Context: an optimization exercise on an open-source flow, tuned for small area and a short achievable clock period. The choices shown serve that exercise and are no tape-out recipe.
Where RTL was checked, it was by simulation tests only, not by an equivalence proof against the original.
Power and IR drop assume default switching activity.

job 5765:
// mode_banks_top
module mode_banks_top (
    input  wire          clk,
    input  wire          rst,
    input  wire          reg_write,
    input  wire [23:0]   reg_wr,             
    input  wire          find_mode_req,
    input  wire [31:0]   meas,               
    output wire [3:0]    mode_match_safe,
    output wire          dirty_modes,
    output wire          mode_change,
    output wire          vid_mode_change,
    output wire [127:0]  timing
);
export LEC_CHECK = 0
export CAP_MARGIN = 20
export CORE_MARGIN = 2
export CORE_UTILIZATION = 40
export SETUP_SLACK_MARGIN = 2.75
export SLEW_MARGIN = 20
export SYNTH_HIERARCHICAL = 1
export SYNTH_MINIMUM_KEEP_SIZE = 0
create_clock -name core_clock -period 5.5 [get_ports {clk}]
standard.sh (not shown) runs the stock make flow with config.mk's settings and CLKGATE_MAP_FILE= SYNTH_SCRIPT=/design/flow/synth_recipe.tcl, a recipe that flattens the netlist after the stock synthesis.
==> flow/flow/run.sh <==
#!/bin/bash
# The standard layout, except that the port buffers are buf_2 cells
# rather than the resizer's default pick (a slow delay buffer); repair may
# still resize them. Everything else is the standard flow unchanged.
set -euo pipefail
export BUFFER_PORTS_ARGS="-buffer_cell sky130_fd_sc_hd__buf_2"
bash standard.sh > standard.log 2>&1
No stage failed in job 5765, and the final checks on the layout all came back clean.
For job 8966, these inputs were changed with respect to job 5765:
Settings: a change of SETUP_SLACK_MARGIN from 2.75 to 2.5.
Findings:
Job 8966 completed; timing, DRC and antenna clean
Per the comparison of job 8966 with job 5765, routed wire length now sits lower; sequential cell area in the final layout now sits at about the same level; area added between synthesis and finish now sits lower.
Type of the most critical hold path: primary input to asynchronous set/reset pin -> job 8966, register to register -> job 5765
What job 6237 does differently from job 8966 at the input level:
Settings: setting PLACE_DENSITY to 0.75 for the first time; changing CORE_UTILIZATION from 40 to 50.
Results
Job 6237 vs. job 8966: clock buffer instance count of the final layout fell by 9, relative area change from synthesis to final layout fell by 2.9 points, total power fell by 3.0%. Job 8966 -> job 6237: relative contribution of combinational cells to total power flat. Diff job 8966 -> job 6237: first-iteration DRC count moved up, maximum frequency shrank by about 1.1%.
No run of this note included a check of the RTL's function; only the layout flow was run.


mode_banks_top, a different RTL version from the one above (not shown whole).
For scale: roughly 3100 cells after synthesis, about 200 I/O pins.
Settings: LEC_CHECK=0, CAP_MARGIN=20, CORE_MARGIN=2, CORE_UTILIZATION=40, CTS_CLUSTER_DIAMETER=80, CTS_CLUSTER_SIZE=24, SETUP_SLACK_MARGIN=2.65, SLEW_MARGIN=20, SYNTH_HIERARCHICAL=1, SYNTH_MINIMUM_KEEP_SIZE=0; clock period 5.5 ns.
Scripts as last shown in full above: flow/flow/run.sh
==> next run, changes <==
- CTS_CLUSTER_DIAMETER: 80 -> 85
- CTS_CLUSTER_SIZE: 24 -> 28
- SETUP_SLACK_MARGIN: 2.65 -> 2.5
After rerunning:
- The changed run finished clean
- first-iteration DRC count shrinks by 8.8%
- area after synthesis stays the same
- worst setup slack is worse by 20 ps
- routed wire length shrinks by about 2.7%
- via count shrinks by about 1.3%
- combinational power shrinks by about 3%
- power shrinks by 2.0%
- cell area shrinks by about 4%
- die area does not change
==> next run, changes <==
- CTS_CLUSTER_DIAMETER: 85 -> not set
- CTS_CLUSTER_SIZE: 28 -> not set
Power goes up by 24%; count of clock-buffer cells in the layout goes up by 67; wire length goes up by 1.4%; setup slack improves by 11 ps; die area does not change; clock power goes up by 63%; global-route usage goes up by 0.39 points; design area goes up by 3.8%; non-clock buffer count goes down by 7; synthesized area stays the same.
==> next run, changes <==
- CTS_CLUSTER_DIAMETER: not set -> 80
- CTS_CLUSTER_SIZE: not set -> 24
- SETUP_SLACK_MARGIN: 2.5 -> 2.3
Effect: Non-clock buffer count shrinks by 28; power shrinks by 18%; clock skew is about the same; die area stays the same; sequential cell count stays the same; critical path depth does not change; clock power shrinks by about 36%; area after synthesis stays the same; routed wire length shrinks by 2.1%; via count shrinks by 2.4%; final cell count shrinks by about 2%.
==> next run, changes <==
- SETUP_SLACK_MARGIN: 2.3 -> 2.5
Effect:
- The new run ran to the end with no violations
- die area is unchanged
- worst setup slack improves by 150 ps
- power goes up by 0.33%
- maximum frequency came out higher by 5.2%
- combinational power stays flat
- final area goes up by 2.1%
- cell count came out higher by 0.68%


## rev 12
mode_banks_top, a different RTL version from the one above (not shown whole).
For scale: about 2200 cells after synthesis, ~660 flip-flops, about 200 I/O pins, ~30000 um^2 of cells after synthesis.
==> flow/design.v (excerpt) <==
module mode_banks_top (
    input  wire          clk,
    input  wire          rst,
    input  wire          reg_write,
    input  wire [23:0]   reg_wr,             
    input  wire          find_mode_req,
    input  wire [31:0]   meas,               
    output wire [3:0]    mode_match_safe,
    output wire          dirty_modes,
    output wire          mode_change,
    output wire          vid_mode_change,
    output wire [127:0]  timing
);
clock: 5.5 ns
lec_check: 0
cap_margin: 20
core_margin: 2
core_utilization: 40
setup_slack_margin: 3.0
slew_margin: 20
run.sh (not shown) runs the stock make flow with config.mk's settings and CLKGATE_MAP_FILE= SYNTH_SCRIPT=/design/flow/synth_recipe.tcl, a recipe that flattens the netlist after the stock synthesis.
Stock flow here: none of the scripts above is used.
Rev 12: flow completed, timing, DRC and antenna clean
diff inputs: rev 12 => rev 13
# rev 12
export LEC_CHECK = 0
export CAP_MARGIN = 20
export CORE_MARGIN = 2
export CORE_UTILIZATION = 40
export SETUP_SLACK_MARGIN = 3.0
export SLEW_MARGIN = 20
create_clock -name core_clock -period 5.5 [get_ports {clk}]
# rev 13
export LEC_CHECK = 0
export CAP_MARGIN = 20
export CORE_MARGIN = 2
export CORE_UTILIZATION = 40
export SLEW_MARGIN = 20
create_clock -name core_clock -period 5.5 [get_ports {clk}]
[summary]
- Rev 13 — wire length on met2 about 15% lower, rev 12 as reference
- On total of clock buffers placed in the layout: between rev 13 and rev 12, it ends up lower for rev 13.
- [rev 13] overall global routing resource usage fell 3.1 points relative to rev 12
Function was not checked in any run of this note: the RTL went through the layout flow alone.


== main ==
Another version of the RTL of mode_banks_top (not shown whole).
Size: roughly 3100 cells after synthesis, ~200 I/O pins.
clock: 5.5 ns
lec_check: 0
cap_margin: 20
core_margin: 2
core_utilization: 40
setup_slack_margin: 2.5
slew_margin: 20
synth_hierarchical: 1
synth_minimum_keep_size: 0
The inputs of the feature branch differ from those of main as listed below.
Settings: a change of SETUP_SLACK_MARGIN from 2.5 to 2.8.
### Flow results
The feature branch reached the final stage; the timing, design-rule and antenna checks on its layout passed. Compared to main, the feature branch has layout buffering overhead excluding clock cells 2.8 points higher. On worst slew margin relative to its limit, main loses to the feature branch. The feature branch reports its worst-path cell with the longest stage delay as sky130_fd_sc_hd__dfrtp_2 while main reports sky130_fd_sc_hd__dfrtp_4. The count of non-CTS buffers in the layout in the feature branch sits 149 above the value recorded for main. Comparing fmax for the feature branch and main, the bigger number came from the feature branch.


mode_banks_top, a different RTL version from the one above (not shown whole).
Size in the first run: ~3200 cells after synthesis, ~200 I/O pins.
==> flow/config.mk <==
export PLATFORM = sky130hd
export DESIGN_NAME = mode_banks_top
export DESIGN_NICKNAME = mode_banks_top
export VERILOG_FILES = /design/flow/design.v
export SDC_FILE = /design/flow/constraint.sdc
export NUM_CORES = 4
export LEC_CHECK = 0
export CAP_MARGIN = 20
export CORE_MARGIN = 2
export CORE_UTILIZATION = 40
export SETUP_SLACK_MARGIN = 2.5
export SLEW_MARGIN = 20
export SYNTH_HIERARCHICAL = 1
export SYNTH_MINIMUM_KEEP_SIZE = 0
==> flow/constraint.sdc <==
create_clock -name core_clock -period 5.5 [get_ports {clk}]
set_input_delay 1.1000 -clock core_clock [delete_from_list [all_inputs] [get_ports {clk}]]
set_output_delay 1.1000 -clock core_clock [all_outputs]
set_load 0.01 [all_outputs]
standard.sh (not shown) runs the stock make flow with config.mk's settings and CLKGATE_MAP_FILE= SYNTH_SCRIPT=/design/flow/synth_recipe.tcl, a recipe that flattens the netlist after the stock synthesis.
==> flow/flow/run.sh <==
#!/bin/bash
# The standard layout (standard.sh) with two changes:
# - the port buffers are buf_2 cells rather than the resizer's default
#   pick (a slow delay buffer); repair may still resize them;
# - MATCH_CELL_FOOTPRINT=0, so the resizer may size a cell to any drive
#   strength, not only to one with the same footprint.
# Synthesis, floorplan, power grid, CTS and routing are otherwise unchanged.
set -euo pipefail
export BUFFER_PORTS_ARGS="-buffer_cell sky130_fd_sc_hd__buf_2"
sed 's/"${@:-finish}"/MATCH_CELL_FOOTPRINT=0 "${@:-finish}"/' standard.sh > standard_free.sh
grep -q 'MATCH_CELL_FOOTPRINT=0' standard_free.sh
bash standard_free.sh > standard.log 2>&1
The first run finished with timing, DRC and antenna clean.
Next try:
==> flow/flow/run.sh (replaced) <==
#!/bin/bash
# The standard layout, except that the port buffers are buf_2 cells
# rather than the resizer's default pick (a slow delay buffer); repair may
# still resize them. Everything else is the standard flow unchanged.
set -euo pipefail
export BUFFER_PORTS_ARGS="-buffer_cell sky130_fd_sc_hd__buf_2"
bash standard.sh > standard.log 2>&1
CTS_CLUSTER_DIAMETER = 80   (was default)
CTS_CLUSTER_SIZE = 24   (was default)
Result: Clock skew goes up by 15 ps; combinational power stays flat; cell area goes down by a few percent; wire length goes down slightly; worst setup slack gains 3.9 ps.
No functional check of the RTL was part of any run of this note.

port drivers added, routing unchanged:
The flow's constraints put no driver on any port. The routed layouts listed below were extracted and timed again, unchanged, in two steps.
Step 1 assumes that a clkbuf_16 drives the clock port and a buf_2 every other input.
Step 2 moves the port delays by t, midway between the first and last clock arrival at a register: inputs arrive t later, outputs are due t later. That takes back most of the time a late clock gives input paths.
Slacks: ideal ports / drivers / drivers and shift; pairs: ideal ports / drivers.
| run | shift t [ns] | setup slack, ns | hold WS [ns] | worst setup path at the end | pins driven straight from the clock port |
|---|---|---|---|---|---|
| job 5765 | 0.685 | 2.659 / 2.659 / 2.093 | 0.469 / 0.469 / 0.469 | input to register | 1 |
| job 8966 | 0.685 | 2.457 / 2.500 / 1.815 | 0.403 / 0.368 / 0.467 | input to register | 1 |
| job 6237 | 0.669 | 2.422 / 2.461 / 1.792 | 0.471 / 0.471 / 0.471 | input to register | 1 |
| the first run of note 2 | 0.663 | 2.527 / 2.527 / 2.067 | 0.477 / 0.477 / 0.477 | input to register | 1 |
| the second run of note 2 | 0.661 | 2.507 / 2.533 / 1.873 | 0.479 / 0.479 / 0.479 | input to register | 1 |
| the third run of note 2 | 0.676 | 2.518 / 2.556 / 1.880 | 0.468 / 0.468 / 0.468 | input to register | 1 |
| the fourth run of note 2 | 0.659 | 2.398 / 2.421 / 1.773 | 0.476 / 0.476 / 0.476 | input to register | 1 |
| the fifth run of note 2 | 0.673 | 2.552 / 2.595 / 1.922 | 0.477 / 0.477 / 0.477 | input to register | 1 |
| rev 12 | 0.684 | 1.239 / 1.239 / 1.239 | 0.465 / 0.465 / 0.465 | register to register | 1 |
| rev 13 | 0.675 | 0.392 / 0.392 / 0.392 | 0.480 / 0.480 / 0.480 | register to register | 1 |
| main | 0.675 | 2.453 / 2.395 / 1.720 | 0.468 / 0.468 / 0.468 | input to register | 1 |
| the feature branch | 0.676 | 2.591 / 2.591 / 2.163 | 0.468 / 0.468 / 0.468 | input to register | 1 |
| the first run of note 5 | 0.680 | 2.354 / 2.397 / 1.716 | 0.469 / 0.469 / 0.469 | input to register | 1 |
| the second run of note 5 | 0.663 | 2.358 / 2.308 / 1.645 | 0.476 / 0.476 / 0.476 | input to register | 1 |
After both steps every run listed still meets setup and hold. For main, which loses most, drivers alone change the setup slack by -0.058 ns; drivers and shift together by -0.733 ns.
